This design comes from an exercise in tuning for a short achievable clock period and few clock cycles per item on the open sky130 flow, not from production work. Only simulation tests tie the RTL to the original design; equivalence was not proved. No driver is modelled on the clock port, so clock power and skew are understated where the tree is cut down; a real chip needs a root buffer or a tree.

==> run F <==
## palette_rle_sprite_line_decoder
module palette_rle_sprite_line_decoder #(
    parameter int PALETTE_ENTRIES = 256,
    parameter int MAX_WIDTH       = 4096
) (
    input  logic                      aclk,
    input  logic                      aresetn,
    input  logic                      cfg_we,
    input  logic [prsld_pkg::FRAME_WIDTH_W-1:0]  cfg_wdata,
    input  logic                      s_valid,
    output logic                      s_ready,
    input  logic                      s_action,
    input  logic                      s_line_start,
    input  logic [prsld_pkg::BYTE_W-1:0]         s_data_byte,
    input  logic [prsld_pkg::INDEX_W-1:0]        s_palette_index,
    input  logic [prsld_pkg::COLOR_W-1:0]        s_palette_color,
    output logic                      m_valid,
    input  logic                      m_ready,
    output logic                      m_pixel_valid,
    output logic [prsld_pkg::COLUMN_W-1:0]       m_column,
    output logic [prsld_pkg::PIXEL_W-1:0]        m_pixel_value,
    output logic                      m_line_done,
    output logic                      m_overrun,
    output logic                      m_last
);
clock: 6.0 ns
lec_check: 0
abc_clock_period_in_ps: 2500
cap_margin: 20
core_margin: 2
core_utilization: 40
setup_slack_margin: 3.4
slew_margin: 20
standard.sh (not shown) runs the stock make flow with config.mk's settings and CLKGATE_MAP_FILE= SYNTH_SCRIPT=/design/flow/synth_recipe.tcl, a recipe that flattens the netlist after the stock synthesis.
==> flow/flow/run.sh <==
#!/bin/bash
# Standard ORFS layout, except that the clock tree is built by flow/manual_cts.tcl:
# the clock port drives 4 root buffers, each drives mid buffers, each drives leaf
# buffers over compact clusters of registers (all clkbuf_16, 3 buffers to every
# register). Each tool's log stays in orfs/logs; this script's output in flow_run.log.
set -euo pipefail
here=$(pwd)
export MCTS_DIR=$here/flow
export PRE_CTS_TCL=$here/flow/pre_cts.tcl
export MCTS_LEAF_SIZE=22
export MCTS_MID_SIZE=15
export MCTS_ROOTS=4
# every port keeps its buffer, a buf_4 rather than the default pick
export BUFFER_PORTS_ARGS="-buffer_cell sky130_fd_sc_hd__buf_4"
bash standard.sh finish 2>&1 | tee $here/flow_run.log
Other scripts of this flow, unchanged in this note and not shown: flow/flow/manual_cts.tcl, flow/flow/pre_cts.tcl
==> run P (differences from run F) <==
--- a/flow/design.v
+++ b/flow/design.v
@@ -66,37 +66,47 @@
     end
 endmodule
 module prsld_palette #(
     parameter int ENTRIES = 256
 ) (
     input  logic         aclk,
     input  logic         clr,
+    input  logic [7:0]   in_byte,
+    input  logic [7:0]   in_index,
     input  logic         item_valid,
     input  logic         item_action,
-    input  logic [7:0]   item_byte,
-    input  logic [7:0]   item_index,
     input  logic [15:0]  item_color,
     output logic [15:0]  rd_color
 );
     logic [ENTRIES-1:0] sel_q;
     logic [ENTRIES-1:0] wsel_q;
     logic [15:0]        wd_q;
     logic [15:0]        rdata;
     logic [15:0]        rd_q;
+    logic [15:0]        rlo_q, rhi_q, wlo_q, whi_q;
+    always_ff @(posedge aclk) begin
+        for (int k = 0; k < 16; k++) begin
+            rlo_q[k] <= (in_byte[3:0] == 4'(k));
+            rhi_q[k] <= (in_byte[7:4] == 4'(k));
+            wlo_q[k] <= (in_index[3:0] == 4'(k));
+            whi_q[k] <= (in_index[7:4] == 4'(k));
+        end
+    end
     always_ff @(posedge aclk) begin
         for (int i = 0; i < ENTRIES; i++) begin
-            sel_q[i]  <= (item_byte == 8'(i));
-            wsel_q[i] <= item_valid && !item_action && (item_index == 8'(i));
+            sel_q[i]  <= rhi_q[i / 16] && rlo_q[i % 16];
+            wsel_q[i] <= item_valid && !item_action && whi_q[i / 16] && wlo_q[i % 16];
         end
         wd_q  <= item_color;
         rd_q  <= rdata;
     end
     prsld_ram #(
         .WIDTH (16),
-        .DEPTH (ENTRIES)
+        .DEPTH (ENTRIES),
+        .GROUP (8)
     ) u_ram (
         .aclk  (aclk),
         .clr   (clr),
         .wsel  (wsel_q),
         .sel   (sel_q),
         .wdata (wd_q),
         .rdata (rdata)
@@ -126,61 +136,67 @@
     output logic                      m_line_done,
     output logic                      m_overrun,
     output logic                      m_last
 );
     localparam int PW = $clog2(FD);
     logic                      rst_q;
     logic [FRAME_WIDTH_W-1:0]  fw_q;
-    logic                      wchg_q;
+    logic                      wchg_q, wchg2_q, wchg3_q;
     logic [FRAME_WIDTH_W-1:0]  w_now;
+    logic [FRAME_WIDTH_W-1:0]  weff_q;
     assign w_now = (fw_q == '0) ? FRAME_WIDTH_W'(1) : fw_q;
     always_ff @(posedge aclk) begin
         rst_q  <= !aresetn;
         if (!aresetn) begin
-            fw_q   <= FRAME_WIDTH_RESET;
-            wchg_q <= 1'b0;
+            fw_q    <= FRAME_WIDTH_RESET;
+            weff_q  <= FRAME_WIDTH_RESET;
+            wchg_q  <= 1'b0;
+            wchg2_q <= 1'b0;
+            wchg3_q <= 1'b0;
         end else begin
             if (cfg_we) begin
                 fw_q <= cfg_wdata;
             end
-            wchg_q <= cfg_we;
+            weff_q  <= w_now;
+            wchg_q  <= cfg_we;
+            wchg2_q <= wchg_q;
+            wchg3_q <= wchg2_q;
         end
     end
     logic                s_ready_q;
     logic                s0_v;
     logic                s0_act;
     logic                s0_ls;
     logic [BYTE_W-1:0]   s0_b;
-    logic [INDEX_W-1:0]  s0_pi;
     logic [COLOR_W-1:0]  s0_pc;
     logic                s0_byte;
     always_ff @(posedge aclk) begin
         s0_v   <= s_valid && s_ready_q && aresetn;
         s0_act <= s_action;
         s0_ls  <= s_line_start;
         s0_b   <= s_data_byte;
-        s0_pi  <= s_palette_index;
         s0_pc  <= s_palette_color;
     end
     assign s0_byte = s0_v && s0_act;
     logic [COLOR_W-1:0]  pal_color;
     prsld_palette u_palette (
         .aclk        (aclk),
         .clr         (rst_q),
+        .in_byte     (s_data_byte),
+        .in_index    (s_palette_index),
         .item_valid  (s0_v),
         .item_action (s0_act),
-        .item_byte   (s0_b),
-        .item_index  (s0_pi),
         .item_color  (s0_pc),
         .rd_color    (pal_color)
     );
     logic [1:0]               ph_q, ph_e, ph_d;
     logic [RUN_W-1:0]         n_q, n_e, n_d;
     logic [ALPHA_W-1:0]       al_q, al_e, al_d;
-    logic [7:0]               h_q, h_e, h_d, hm1_e;
+    logic [7:0]               h_q, h_e, hm1_e;
+    logic                     bq_q, bq_d;
     logic [5:0]               l_q, l_e, l_d, l_x;
     logic                     hneg_e, hz_e, h1_e;
     logic                     fin_q, fin_e, fin_d;
     logic                     colz_q, colz_e, colz_d;
     logic                     is_skip;
     logic [RUN_W-1:0]         x;
     logic                     borrow, lex;
@@ -195,17 +211,17 @@
         n_e    = n_q;
         al_e   = al_q;
         fin_e  = fin_q;
         colz_e = colz_q;
         h_e    = h_q;
         hm1_e  = h_q - 8'd1;
         l_e    = l_q;
-        hneg_e = h_q[7];
-        hz_e   = (h_q == 8'd0);
-        h1_e   = (h_q == 8'd1);
+        hneg_e = bq_q ? (h_q[7] || h_q == 8'd0) : h_q[7];
+        hz_e   = bq_q ? (h_q == 8'd1) : (h_q == 8'd0);
+        h1_e   = bq_q ? (h_q == 8'd2) : (h_q == 8'd1);
     end
     assign is_skip = (b[7:6] == 2'b11);
     always_comb begin
         case (ph_e)
             PH_TOKEN:     x = is_skip ? b[RUN_W-1:0] : '0;
             PH_RUN_INDEX: x = n_e;
             PH_LITERAL:   x = RUN_W'(1);
@@ -235,15 +251,15 @@
     assign lt     = hneg_e || (hz_e && borrow);
     assign le     = hneg_e || (hz_e && lex);
     assign rpos   = !hneg_e && !(hz_e && (l_e == '0));
     always_comb begin
         ph_d   = ph_e;
         n_d    = n_e;
         al_d   = al_e;
-        h_d    = h_e;
+        bq_d   = 1'b0;
         l_d    = l_e;
         fin_d  = fin_e;
         colz_d = colz_e;
         d_pv   = 1'b0;
         d_cnt  = n_e;
         d_ov   = 1'b0;
         if (!fin_e) begin
@@ -273,15 +289,15 @@
                         2'b10: begin
                             n_d  = b[RUN_W-1:0];
                             al_d = ALPHA_OPAQUE;
                             ph_d = PH_RUN_INDEX;
                         end
                         default: begin
                             l_d    = l_x;
-                            h_d    = borrow ? hm1_e : h_e;
+                            bq_d   = borrow;
                             colz_d = colz_e && (x == '0);
                             d_ov   = lt;
                             fin_d  = le;
                         end
                     endcase
                 end
                 PH_RUN_ALPHA: begin
@@ -290,64 +306,71 @@
                 end
                 PH_RUN_INDEX: begin
                     ph_d = PH_TOKEN;
                     if (n_e == '0) begin
                         fin_d = !rpos;
                     end else begin
                         l_d    = l_x;
-                        h_d    = borrow ? hm1_e : h_e;
+                        bq_d   = borrow;
                         colz_d = 1'b0;
                         d_ov   = lt;
                         fin_d  = le;
                         d_pv   = rpos;
                         d_cnt  = lt ? l_e : n_e;
                     end
                 end
                 default: begin
                     l_d    = l_x;
-                    h_d    = borrow ? hm1_e : h_e;
+                    bq_d   = borrow;
                     colz_d = 1'b0;
                     n_d    = n_e - RUN_W'(1);
                     d_pv   = rpos;
                     d_cnt  = RUN_W'(1);
                     d_ov   = !rpos;
                     if (n_e == RUN_W'(1)) begin
                         ph_d  = PH_TOKEN;
                         fin_d = le;
                     end
                 end
             endcase
         end
     end
-    assign wmc = {2'b00, w_now} - {1'b0, colacc_q};
+    logic [COL_W:0] wmc_q;
+    always_ff @(posedge aclk) begin
+        wmc_q <= wmc;
+    end
+    assign wmc = {2'b00, weff_q} - {1'b0, colacc_q};
     logic take_ls;
     assign take_ls = s_valid && s_ready_q && aresetn && s_action && s_line_start;
     always_ff @(posedge aclk) begin
         if (take_ls) begin
             ph_q   <= PH_TOKEN;
             n_q    <= '0;
             al_q   <= '0;
-            h_q    <= {2'b00, w_now[11:6]};
-            l_q    <= w_now[5:0];
+            h_q    <= {2'b00, weff_q[11:6]};
+            bq_q   <= 1'b0;
+            l_q    <= weff_q[5:0];
             fin_q  <= 1'b0;
             colz_q <= 1'b1;
         end else if (rst_q) begin
             ph_q  <= PH_TOKEN;
             fin_q <= 1'b1;
         end else if (s0_byte) begin
             ph_q   <= ph_d;
             n_q    <= n_d;
             al_q   <= al_d;
-            h_q    <= h_d;
+            h_q    <= bq_q ? hm1_e : h_q;
+            bq_q   <= bq_d;
             l_q    <= l_d;
             fin_q  <= fin_d;
             colz_q <= colz_d;
-        end else if (wchg_q) begin
-            h_q <= wmc[COL_W:6];
-            l_q <= wmc[5:0];
+        end else if (wchg3_q) begin
+            h_q  <= wmc_q[COL_W:6];
+            bq_q <= 1'b0;
+            l_q <= wmc_q[5:0];
         end
     end
     localparam int DW = 1 + COLUMN_W + RUN_W + ALPHA_W + 2;
     localparam int EW = DW + COLOR_W;
     logic                 d1_v, d2_v;
     logic                 d1_pv, d1_lit, d1_idx, d1_lt, d1_ld, d1_ov, d1_ls;
     logic [RUN_W-1:0]     d1_l, d1_n, d1_xc, d2_cnt;
@@ -381,17 +404,25 @@
                  d1_pv ? (d1_lit ? ALPHA_OPAQUE : d1_al) : ALPHA_W'(0),
                  d1_ld,
                  d1_ov};
     end
     logic [EW-1:0]       q_mem [FD];
     logic [PW:0]         wp_q, rp_q;
     logic                q_ne;
+    logic [FD-1:0]       wpo_q;
     always_ff @(posedge aclk) begin
-        if (d3_v) begin
-            q_mem[wp_q[PW-1:0]] <= {d3_q, d3_q[DW-1] ? pal_color : COLOR_W'(0)};
+        if (rst_q) begin
+            wpo_q <= FD'(1);
+        end else if (d3_v) begin
+            wpo_q <= {wpo_q[FD-2:0], wpo_q[FD-1]};
+        end
+        for (int k = 0; k < FD; k++) begin
+            if (d3_v && wpo_q[k]) begin
+                q_mem[k] <= {d3_q, d3_q[DW-1] ? pal_color : COLOR_W'(0)};
+            end
         end
     end
     assign q_ne = (wp_q != rp_q);
     logic [PW:0] cnt_q, cnt_next;
     logic        take_byte, pop;
     assign take_byte = s_valid && s_ready_q && aresetn && s_action;
     logic                 mv_q;
@@ -404,48 +435,84 @@
     logic                 adv;
     logic [EW-1:0]        h;
     logic                 h_pv, h_ld, h_ov;
     logic [COLUMN_W-1:0]  h_col;
     logic [RUN_W-1:0]     h_left;
     logic [ALPHA_W-1:0]   h_alpha;
     logic [COLOR_W-1:0]   h_color;
-    assign adv = !mv_q || m_ready;
+    localparam int OW = 1 + COLUMN_W + PIXEL_W + 3;
+    logic          xv_q;
+    logic          room;
+    logic [OW-1:0] rq_mem [4];
+    logic [1:0]    rwp_q, rrp_q;
+    logic [2:0]    rc_q;
+    logic          hand;
+    logic [OW-1:0] r_q;
+    assign room = (rc_q != 3'd4);
+    assign adv  = !xv_q || room;
+    assign hand = mv_q && m_ready;
     assign pop = adv && (left_q == '0) && q_ne;
     assign cnt_next = cnt_q + (PW+1)'(take_byte) - (PW+1)'(pop);
     assign h   = q_mem[rp_q[PW-1:0]];
     assign {h_pv, h_col, h_left, h_alpha, h_ld, h_ov, h_color} = h;
     always_ff @(posedge aclk) begin
         if (rst_q) begin
             wp_q      <= '0;
             rp_q      <= '0;
             left_q    <= '0;
-            s_ready_q <= 1'b1;
+            s_ready_q <= !cfg_we && !wchg_q;
             cnt_q     <= (PW+1)'(take_byte);
         end else begin
             if (d3_v && !rst_q) begin
                 wp_q <= wp_q + 1'b1;
             end
-            s_ready_q <= cnt_next < FD;
+            s_ready_q <= (cnt_next < FD) && !cfg_we && !wchg_q;
             cnt_q     <= cnt_next;
             if (adv) begin
                 if (left_q != '0) begin
                     left_q <= left_q - RUN_W'(1);
                 end else if (q_ne) begin
                     left_q <= h_left;
                     rp_q   <= rp_q + 1'b1;
                 end
             end
         end
     end
     always_ff @(posedge aclk) begin
+        if (rst_q) begin
+            xv_q <= 1'b0;
+        end else if (adv) begin
+            xv_q <= (left_q != '0) || q_ne;
+        end
+    end
+    always_ff @(posedge aclk) begin
+        if (xv_q && room) begin
+            rq_mem[rwp_q] <= {o_pv, o_col, o_val, o_ld, o_ov, o_last};
+        end
+        if (rst_q) begin
+            rwp_q <= 2'd0;
+            rrp_q <= 2'd0;
+            rc_q  <= 3'd0;
+        end else begin
+            if (xv_q && room) begin
+                rwp_q <= rwp_q + 2'd1;
+            end
+            if (hand) begin
+                rrp_q <= rrp_q + 2'd1;
+            end
+            rc_q <= rc_q + 3'(xv_q && room) - 3'(hand);
+        end
+    end
+    always_ff @(posedge aclk) begin
         if (!aresetn || rst_q) begin
             mv_q <= 1'b0;
-        end else if (adv) begin
-            mv_q <= (left_q != '0) || q_ne;
+        end else begin
+            mv_q <= rc_q > 3'(hand);
         end
+        r_q <= hand ? rq_mem[rrp_q + 2'd1] : rq_mem[rrp_q];
     end
     always_ff @(posedge aclk) begin
         if (adv) begin
             if (left_q != '0) begin
                 o_col  <= o_col + COLUMN_W'(1);
                 o_last <= (left_q == RUN_W'(1));
                 o_ld   <= (left_q == RUN_W'(1)) && c_ld;
@@ -458,22 +525,17 @@
                 o_ld   <= (h_left == '0) && h_ld;
                 o_ov   <= (h_left == '0) && h_ov;
                 c_ld   <= h_ld;
                 c_ov   <= h_ov;
             end
         end
     end
-    assign s_ready       = s_ready_q;
-    assign m_valid       = mv_q;
-    assign m_pixel_valid = o_pv;
-    assign m_column      = o_col;
-    assign m_pixel_value = o_val;
-    assign m_line_done   = o_ld;
-    assign m_overrun     = o_ov;
-    assign m_last        = o_last;
+    assign s_ready = s_ready_q;
+    assign m_valid = mv_q;
+    assign {m_pixel_valid, m_column, m_pixel_value, m_line_done, m_overrun, m_last} = r_q;
 endmodule
 import prsld_pkg::*;
 module palette_rle_sprite_line_decoder #(
     parameter int PALETTE_ENTRIES = 256,
     parameter int MAX_WIDTH       = 4096
 ) (
     input  logic                      aclk,
- CORE_UTILIZATION: 40 -> 55
- SETUP_SLACK_MARGIN: 3.4 -> 3.7
==> impl_metrics.yaml <==
status:
  outcome: "complete, but fails checks"
  so_faults: "antenna violations"
setup_path:
  r2r-start: "u_core.rp_q[1]"
  path_delay_family: "compound AO/OA/AOI/OAI gates"
clocking:
  cts_resized: 155
detailed_routing:
  drt_first_pass_iters: 7
  detail-route-antenna-nets: 3
synthesis:
  synthesis.nets: 12500
  postSynthAreaPerCell_um2: 17.0
-- figures above: run P

==> impl_metrics.yaml <==
status:
  outcome: "complete, no violations"
synthesis:
  postSynthAreaPerCell_um2: 17.7
  synthesis.nets: 11100
setup_path:
  r2r-start: "u_core.s0_act"
-- figures above: run F

Testbench counts of run F, summed over its fixed seeds: cycles 57,007, items 37,997.
Testbench counts of run P, summed over its fixed seeds: cycles 57,079, items 37,997.
In every run of this note, the design's own scripts or RTL, not TritonCTS, make the clock network.

==> re-timing with driven ports <==
No port has a modelled driver above. Below, the same layouts with a new extraction and two added sets of constraints.
Step 1 (the two cells are an assumption about what drives the block):
set clk [get_ports {aclk}]
set_driving_cell -lib_cell sky130_fd_sc_hd__clkbuf_16 $clk
set_driving_cell -lib_cell sky130_fd_sc_hd__buf_2 [delete_from_list [all_inputs] $clk]
Step 2, shift: input delay + t, output delay - t, t = (earliest + latest rising clock arrival at the registers) / 2. This alone moves slack from input paths to output paths.
Slacks: no drivers / after step 1 / after step 2; pairs: no drivers / after step 1.
run	t, ns	setup slack, ns	worst setup path at the end	slew at the worst register clock pin (ns)
run F	0.988	3.125 / 3.124 / 2.919	input to register	0.10 / 0.10
run P	0.966	3.449 / 3.334 / 3.061	input to register	0.09 / 0.09
For run P, which loses most, drivers alone change the setup slack by -0.115 ns; drivers and shift together by -0.388 ns.
